Source: an optimization exercise on an open RTL-to-GDS flow (aim: small area, a short achievable clock period and few clock cycles per item). Production flows keep margins and buffers that such runs may drop. Function was checked by simulation only, so behaviour that the tests miss may differ from the original. Power is estimated from default activity; no workload was simulated.

==> flow/design.v <==
`default_nettype none
package wbps_pkg;
    typedef struct packed {
        logic [7:0] data_byte;
        logic       last;
    } item_beat_t;
    typedef struct packed {
        logic        found;
        logic [31:0] match_offset;
    } result_beat_t;
endpackage
`default_nettype wire
`default_nettype none
module wildcard_byte_pattern_scan
(
    input  wire logic          clk,
    input  wire logic          rst_n,
    input  wire logic          cfg_write,
    input  wire logic [1:0]    cfg_index,
    input  wire logic [63:0]   cfg_data,
    input  wire logic          item_valid,
    output logic               item_ready,
    input  wire logic [8:0]    item_in,
    output logic               result_valid,
    input  wire logic          result_ready,
    output logic [32:0]        result_out
);
    logic [63:0] pat_lo_reg;
    logic [63:0] pat_hi_reg;
    logic [15:0] care_reg;
    logic        lo_written_reg;
    logic        hi_written_reg;
    logic        care_written_reg;
    logic [3:0]  lm1_reg;            
    always_ff @(posedge clk)
    begin
        if (cfg_write && cfg_index == 2'd0) pat_lo_reg <= cfg_data;
        if (cfg_write && cfg_index == 2'd1) pat_hi_reg <= cfg_data;
        if (cfg_write && cfg_index == 2'd2) care_reg   <= cfg_data[15:0];
    end
    always_ff @(posedge clk or negedge rst_n)
    begin
        if (!rst_n)
        begin
            lo_written_reg   <= 1'b0;
            hi_written_reg   <= 1'b0;
            care_written_reg <= 1'b0;
            lm1_reg          <= 4'd0;
        end
        else if (cfg_write)
        begin
            if (cfg_index == 2'd0) lo_written_reg   <= 1'b1;
            if (cfg_index == 2'd1) hi_written_reg   <= 1'b1;
            if (cfg_index == 2'd2) care_written_reg <= 1'b1;
            if (cfg_index == 2'd3)
            begin
                if (cfg_data[4:0] == 5'd0)
                    lm1_reg <= 4'd0;
                else if (cfg_data[4])
                    lm1_reg <= 4'd15;
                else
                    lm1_reg <= cfg_data[3:0] - 4'd1;
            end
        end
    end
    logic ready_reg;                 
    logic accept;
    assign item_ready = ready_reg;
    assign accept     = item_valid && ready_reg;
    logic [7:0]  b;
    logic [15:0] eq;
    logic        b_zero;
    assign b      = item_in[8:1];
    assign b_zero = (b == 8'd0);
    for (genvar j = 0; j < 16; j++)
    begin : g_cmp
        logic [7:0] sig;
        logic       written;
        assign sig     = (j < 8) ? pat_lo_reg[8*(j%8) +: 8] : pat_hi_reg[8*(j%8) +: 8];
        assign written = (j < 8) ? lo_written_reg : hi_written_reg;
        assign eq[j]   = (care_written_reg && !care_reg[j])
                      || (written ? (b == sig) : b_zero);
    end
    logic [15:0] p_reg;
    logic [3:0]  fill_reg;           
    logic        last_reg;           
    logic [15:0] p_keep;             
    logic [15:0] p_next;
    logic [15:0] len_sel;
    logic [3:0]  fill_eff;
    logic        tok_full;
    assign p_keep   = {p_reg[14:0] & {15{!last_reg}}, 1'b1};
    assign p_next   = eq & p_keep;
    assign fill_eff = last_reg ? 4'd0 : fill_reg;
    for (genvar j = 0; j < 16; j++)
    begin : g_sel
        assign len_sel[j] = (lm1_reg == 4'(j));
    end
    assign tok_full  = (fill_eff >= lm1_reg);
    always_ff @(posedge clk)
    begin
        if (accept)
        begin
            p_reg    <= p_next;
            fill_reg <= (fill_eff == 4'd15) ? 4'd15 : fill_eff + 4'd1;
        end
    end
    always_ff @(posedge clk or negedge rst_n)
    begin
        if (!rst_n)
            last_reg <= 1'b1;
        else if (accept)
            last_reg <= item_in[0];
    end
    logic       a_valid_reg;
    logic [3:0] a_tok_reg;
    logic       b_valid;
    logic [3:0] b_tok_reg;
    logic [3:0] new_tok;
    logic       out_valid_reg;
    logic       out_found_reg;
    logic       decide;
    logic       load_a;
    logic       fresh_reg;          
    logic       fresh_a;            
    logic       fresh_b;            
    logic       m_late;             
    logic       a_m;
    logic       b_m;
    assign new_tok = {1'b0, last_reg, item_in[0], tok_full};
    assign m_late  = |(p_reg & len_sel);
    assign fresh_a = fresh_reg && ready_reg;
    assign fresh_b = fresh_reg && !ready_reg;
    assign a_m     = fresh_a ? m_late : a_tok_reg[3];
    assign b_m     = fresh_b ? m_late : b_tok_reg[3];
    assign b_valid = !ready_reg;
    assign decide  = a_valid_reg && (!out_valid_reg || result_ready);
    assign load_a  = !a_valid_reg || decide;
    always_ff @(posedge clk)
    begin
        if (load_a)
            a_tok_reg <= b_valid ? {b_m, b_tok_reg[2:0]} : new_tok;
        else
            a_tok_reg[3] <= a_m;
        if (ready_reg)
            b_tok_reg <= new_tok;
        else
            b_tok_reg[3] <= b_m;
    end
    always_ff @(posedge clk or negedge rst_n)
    begin
        if (!rst_n)
        begin
            a_valid_reg <= 1'b0;
            ready_reg   <= 1'b1;
            fresh_reg   <= 1'b0;
        end
        else
        begin
            fresh_reg   <= accept;
            if (load_a) a_valid_reg <= b_valid || accept;
            ready_reg <= b_valid ? load_a : !(accept && !load_a);
        end
    end
    logic        a_match, a_first, a_last, a_full;
    logic        rep_reg;           
    logic        rep_eff;
    logic        match;
    logic        push;
    logic        nf_push;
    logic [31:0] off_reg;
    assign a_match = a_m;
    assign {a_first, a_last, a_full} = a_tok_reg[2:0];
    assign rep_eff = rep_reg && !a_first;
    assign match   = a_match && !rep_eff;
    assign nf_push = a_last && !rep_eff && !match;
    assign push    = match || nf_push;
    always_ff @(posedge clk)
    begin
        if (decide)
        begin
            rep_reg <= rep_eff || match;
            if (nf_push || (a_first && (match || !a_full)))
                off_reg <= 32'd0;
            else if (a_first)
                off_reg <= 32'd1;
            else if (!rep_eff && !match)
                off_reg <= a_full ? off_reg + 32'd1 : 32'd0;
            if (push)
                out_found_reg <= match;
        end
    end
    always_ff @(posedge clk or negedge rst_n)
    begin
        if (!rst_n)
            out_valid_reg <= 1'b0;
        else if (decide && push)
            out_valid_reg <= 1'b1;
        else if (result_ready)
            out_valid_reg <= 1'b0;
    end
    assign result_valid = out_valid_reg;
    assign result_out   = {out_found_reg, off_reg};
endmodule
`default_nettype wire
export LEC_CHECK = 0
export CAP_MARGIN = 20
export CORE_MARGIN = 2
export CORE_UTILIZATION = 40
export CTS_BUF_LIST = sky130_fd_sc_hd__clkbuf_4 sky130_fd_sc_hd__clkbuf_8 sky130_fd_sc_hd__clkbuf_16
export CTS_CLUSTER_DIAMETER = 80
export CTS_CLUSTER_SIZE = 20
export SETUP_SLACK_MARGIN = 3.65
export SLEW_MARGIN = 70
export TNS_END_PERCENT = 3
create_clock -name core_clock -period 6.0 [get_ports {clk}]
standard.sh (not shown) runs the stock make flow with config.mk's settings and CLKGATE_MAP_FILE= SYNTH_SCRIPT=/design/flow/synth_recipe.tcl, a recipe that flattens the netlist after the stock synthesis.
==> flow/flow/run.sh <==
#!/bin/bash
# Layout flow: the standard flow (standard.sh), except that the port
# buffers that global placement inserts are plain sky130 buffers (buf_1,
# resized later where timing needs it) instead of the delay buffer that
# buffer_ports picks by default. Each step's full output goes to its own log.
set -euo pipefail
export BUFFER_PORTS_ARGS="-buffer_cell sky130_fd_sc_hd__buf_1"
bash standard.sh synth > synth.log 2>&1
bash standard.sh finish > finish.log 2>&1
Testbench counts at the start, summed over its fixed seeds: cycles 112,139, bytes 110,795.
Change:
==> flow/flow/run.sh (replaced) <==
#!/bin/bash
# Layout flow: the standard flow (standard.sh) with two changes after the
# standard synthesis, which runs unchanged:
#  - the port buffers that global placement inserts are plain sky130 buffers
#    (buf_1, resized later where timing needs it) instead of the delay buffer
#    that buffer_ports picks by default;
#  - the delay cells are not used by the placement, CTS and routing repairs,
#    so that a resized port or fanout buffer is a plain buffer.
# Each step's full output goes to its own log in this folder.
set -euo pipefail
bash standard.sh synth > synth.log 2>&1
export BUFFER_PORTS_ARGS="-buffer_cell sky130_fd_sc_hd__buf_1"
DLY=""
for c in clkdlybuf4s15_1 clkdlybuf4s15_2 clkdlybuf4s18_1 clkdlybuf4s18_2 \
         clkdlybuf4s25_1 clkdlybuf4s25_2 clkdlybuf4s50_1 clkdlybuf4s50_2 \
         dlygate4sd1_1 dlygate4sd2_1 dlygate4sd3_1 \
         dlymetal6s2s_1 dlymetal6s4s_1 dlymetal6s6s_1; do
  DLY="$DLY sky130_fd_sc_hd__$c"
done
export DONT_USE_CELLS="$DLY"
bash standard.sh finish > finish.log 2>&1
- SETUP_SLACK_MARGIN: 3.65 -> 3.5
- SLEW_MARGIN: 70 -> 20
- TNS_END_PERCENT: 3 -> default
Result:
- The changed run went through all stages and came out clean
- register-to-register slack degrades by 0.04 ns
- final cell count shrinks slightly
- clock power grows by a little under a tenth
- final area barely changes
- sequential share of layout area is about the same
- total power grows by a few percent
- via count stays flat
- core utilization barely changes
- combinational power hardly moves
- routed wire length hardly moves
- fmax shrinks by a few percent
Change:
==> flow/flow/run.sh (replaced) <==
#!/bin/bash
# Layout flow: the standard flow (standard.sh), except that the port
# buffers that global placement inserts are plain sky130 buffers (buf_1,
# resized later where timing needs it) instead of the delay buffer that
# buffer_ports picks by default. Each step's full output goes to its own log.
set -euo pipefail
export BUFFER_PORTS_ARGS="-buffer_cell sky130_fd_sc_hd__buf_1"
bash standard.sh synth > synth.log 2>&1
bash standard.sh finish > finish.log 2>&1
- CAP_MARGIN: 20 -> 50
- SLEW_MARGIN: 20 -> 70
Result:
- sequential cell count is unchanged
- synthesized cell count stays the same
- power is lower by 2.3%
- final area stays flat
- non-clock buffer count is higher by 6
- global-route usage is lower by 0.28 points
- wire length is lower by 2.1%
- fmax is higher by 1.9%
- core utilization stays flat
- worst hold slack gains 0.013 ns
- die area is unchanged
Change:
- CAP_MARGIN: 50 -> 20
- SETUP_SLACK_MARGIN: 3.5 -> 3.6
What happened: Non-clock buffer count rises by 9. Maximum frequency came out higher slightly. Global-route usage shrinks by 0.57 points. Final area rises slightly. Via count barely changes. Combinational power increases by a few percent. Area after synthesis stays the same. Worst hold slack is better by 0.011 ns. Clock skew barely changes. Total power is about the same. Utilization rose by 0.34 points.
Change:
- SETUP_SLACK_MARGIN: 3.6 -> 3.8
- TNS_END_PERCENT: default -> 3
The new run produced a clean layout.
Count of clock-buffer cells in the layout rises by 1.
Wire length rose by a few percent.
Die area does not change.
Combinational power grows by about a fifth.
Worst hold slack loses 0.024 ns.
Global-route usage climbs by 0.90 points.
Core utilization is higher by 1.3 points.
Change:
- CTS_BUF_LIST: sky130_fd_sc_hd__clkbuf_4 sky130_fd_sc_hd__clkbuf_8 sky130_fd_sc_hd__clkbuf_16 -> sky130_fd_sc_hd__clkbuf_16
- CTS_CLUSTER_DIAMETER: 80 -> 100
- CTS_CLUSTER_SIZE: 20 -> 24
- SETUP_SLACK_MARGIN: 3.8 -> 3.65
Effect: The changed run finished with timing, DRC and antenna clean. Final cell count fell by 3.1%. Hold slack loses 0.0062 ns. Setup slack loses 0.043 ns. Power fell by 5.0%. Via count fell by 2.8%. Routed wire length fell by 1.6%. First-iteration DRC count rose by 9.5%. Synthesized area stays the same. Die area stays the same.

========
## job 4556
RTL: the design.v shown in full above, as it stands there.
==> flow/config.mk <==
export PLATFORM = sky130hd
export DESIGN_NAME = wildcard_byte_pattern_scan
export DESIGN_NICKNAME = wildcard_byte_pattern_scan
export VERILOG_FILES = /design/flow/design.v
export SDC_FILE = /design/flow/constraint.sdc
export NUM_CORES = 4
export LEC_CHECK = 0
export CAP_MARGIN = 20
export CORE_MARGIN = 2
export CORE_UTILIZATION = 40
export CTS_BUF_LIST = sky130_fd_sc_hd__clkbuf_16
export CTS_CLUSTER_DIAMETER = 120
export CTS_CLUSTER_SIZE = 30
export SETUP_SLACK_MARGIN = 3.5
export SLEW_MARGIN = 70
==> flow/constraint.sdc <==
create_clock -name core_clock -period 6.0 [get_ports {clk}]
set_input_delay 1.2000 -clock core_clock [delete_from_list [all_inputs] [get_ports {clk}]]
set_output_delay 1.2000 -clock core_clock [all_outputs]
set_load 0.01 [all_outputs]
==> flow/flow/run.sh <==
#!/bin/bash
# Layout flow: the standard flow (standard.sh), except that the port
# buffers that global placement inserts are plain sky130 buffers (buf_1,
# resized later where timing needs it) instead of the delay buffer that
# buffer_ports picks by default. Each step's full output goes to its own log.
set -euo pipefail
export BUFFER_PORTS_ARGS="-buffer_cell sky130_fd_sc_hd__buf_1"
bash standard.sh synth > synth.log 2>&1
bash standard.sh finish > finish.log 2>&1
Per the final summary, job 4556 finished and its layout is clean on timing, DRC and antenna.
Testbench counts of job 4556, summed over its fixed seeds: cycles 112,139, bytes 110,795.
The following lists how job 2020 was set up differently from job 4556:
# job 4556
export LEC_CHECK = 0
export CAP_MARGIN = 20
export CORE_MARGIN = 2
export CORE_UTILIZATION = 40
export CTS_BUF_LIST = sky130_fd_sc_hd__clkbuf_16
export CTS_CLUSTER_DIAMETER = 120
export CTS_CLUSTER_SIZE = 30
export SETUP_SLACK_MARGIN = 3.5
export SLEW_MARGIN = 70
create_clock -name core_clock -period 6.0 [get_ports {clk}]
# job 2020
export LEC_CHECK = 0
export CAP_MARGIN = 20
export CORE_MARGIN = 2
export CORE_UTILIZATION = 40
export CTS_BUF_LIST = sky130_fd_sc_hd__clkbuf_4 sky130_fd_sc_hd__clkbuf_8 sky130_fd_sc_hd__clkbuf_16
export CTS_CLUSTER_DIAMETER = 80
export CTS_CLUSTER_SIZE = 20
export SETUP_SLACK_MARGIN = 3.5
export SLEW_MARGIN = 70
create_clock -name core_clock -period 6.0 [get_ports {clk}]
In the flow results for job 4556 and job 2020, the peak fanout along the critical path is larger on job 4556. Having completed the whole flow, job 2020 delivered a layout that passed the timing, DRC and antenna checks. Going from job 4556 to job 2020, sequential share of layout area decreased by 0.61 points relative to the old numbers, fraction of final layout cells with drive strength greater than 1 increased by 1.0 points relative to the old numbers, wire length of the first global-routing pass closely matched the old numbers, buffers plus inverters on the worst setup path decreased by 1 relative to the old numbers. Total of fill cells in the finished design of job 4556 is on par with job 2020.
## Diff of input files: job 402 against job 2020
# job 2020
export LEC_CHECK = 0
export CAP_MARGIN = 20
export CORE_MARGIN = 2
export CORE_UTILIZATION = 40
export CTS_BUF_LIST = sky130_fd_sc_hd__clkbuf_4 sky130_fd_sc_hd__clkbuf_8 sky130_fd_sc_hd__clkbuf_16
export CTS_CLUSTER_DIAMETER = 80
export CTS_CLUSTER_SIZE = 20
export SETUP_SLACK_MARGIN = 3.5
export SLEW_MARGIN = 70
create_clock -name core_clock -period 6.0 [get_ports {clk}]
# job 402
export LEC_CHECK = 0
export CAP_MARGIN = 20
export CORE_MARGIN = 2
export CORE_UTILIZATION = 40
export CTS_BUF_LIST = sky130_fd_sc_hd__clkbuf_4 sky130_fd_sc_hd__clkbuf_8 sky130_fd_sc_hd__clkbuf_16
export CTS_CLUSTER_DIAMETER = 80
export CTS_CLUSTER_SIZE = 20
export SETUP_SLACK_MARGIN = 3.75
export SLEW_MARGIN = 20
create_clock -name core_clock -period 6.0 [get_ports {clk}]
==> flow/flow/run.sh <==
#!/bin/bash
# Layout flow: the standard flow (standard.sh) with two changes after the
# standard synthesis, which runs unchanged:
#  - the port buffers that global placement inserts are plain sky130 buffers
#    (buf_1, resized later where timing needs it) instead of the delay buffer
#    that buffer_ports picks by default;
#  - the delay cells are not used by the placement, CTS and routing repairs,
#    so that a resized port or fanout buffer is a plain buffer.
# Each step's full output goes to its own log in this folder.
set -euo pipefail
bash standard.sh synth > synth.log 2>&1
export BUFFER_PORTS_ARGS="-buffer_cell sky130_fd_sc_hd__buf_1"
DLY=""
for c in clkdlybuf4s15_1 clkdlybuf4s15_2 clkdlybuf4s18_1 clkdlybuf4s18_2 \
         clkdlybuf4s25_1 clkdlybuf4s25_2 clkdlybuf4s50_1 clkdlybuf4s50_2 \
         dlygate4sd1_1 dlygate4sd2_1 dlygate4sd3_1 \
         dlymetal6s2s_1 dlymetal6s4s_1 dlymetal6s6s_1; do
  DLY="$DLY sky130_fd_sc_hd__$c"
done
export DONT_USE_CELLS="$DLY"
bash standard.sh finish > finish.log 2>&1
### Flow results
The critical path depth number comes out higher for job 402 vs job 2020. A critical path endpoint of p_reg[8] is what job 402 shows, while off_reg[6] belongs to job 2020. Sort job 2020 and job 402 by final non-filler cell total, descending, and job 402 comes first. STATUS wire length of the first global-routing pass: job 402 loses against job 2020. In the metrics for job 2020 and job 402, the one carrying the lower initial DRC count is job 2020. Sequential cell area fraction in the yosys report: job 2020 vs job 402, no meaningful difference. Utilization: job 402 > job 2020. Sequential share of layout area: job 402 lower than job 2020. Job 402 drops more vias than job 2020.

[afterwards: timing with drivers on the ports]
In the flow no input, the clock included, has a driving cell. The finished layouts below were timed again as built, in two steps.
Step 1 assumes that a clkbuf_16 drives the clock port and a buf_2 every other input.
Step 2 adds t to the input delays and takes it off the output delays; t is the mean of the earliest and latest rising clock arrival at the registers after step 1. Input paths then give back, and output paths get back, about the clock's delay inside the block.
Three values: ideal ports, drivers, drivers and shift; two values: the first two.
run	shift t [ns]	setup WS [ns]	clock arrival spread, ns	slew at the worst register clock pin (ns)	pins driven straight from the clock port
the first run of note 1	0.528	3.642 / 3.595 / 3.175	0.021 / 0.021	0.09 / 0.09	1
the second run of note 1	0.532	3.574 / 3.587 / 3.072	0.033 / 0.033	0.09 / 0.09	1
the third run of note 1	0.520	3.620 / 3.592 / 3.142	0.023 / 0.022	0.09 / 0.09	1
the fourth run of note 1	0.516	3.650 / 3.606 / 3.232	0.026 / 0.027	0.09 / 0.09	1
the fifth run of note 1	0.528	3.680 / 3.632 / 3.255	0.020 / 0.020	0.09 / 0.09	1
the sixth run of note 1	0.510	3.637 / 3.589 / 3.190	0.027 / 0.028	0.10 / 0.10	1
job 4556	0.520	3.611 / 3.571 / 3.122	0.033 / 0.033	0.12 / 0.12	1
job 2020	0.520	3.620 / 3.592 / 3.142	0.023 / 0.022	0.09 / 0.09	1
job 402	0.513	3.684 / 3.641 / 3.184	0.029 / 0.028	0.10 / 0.10	1
After both steps every run listed still meets setup and hold. The setup slack of the second run of note 1, which loses most, moves by +0.013 ns with the drivers and by -0.502 ns with both steps.
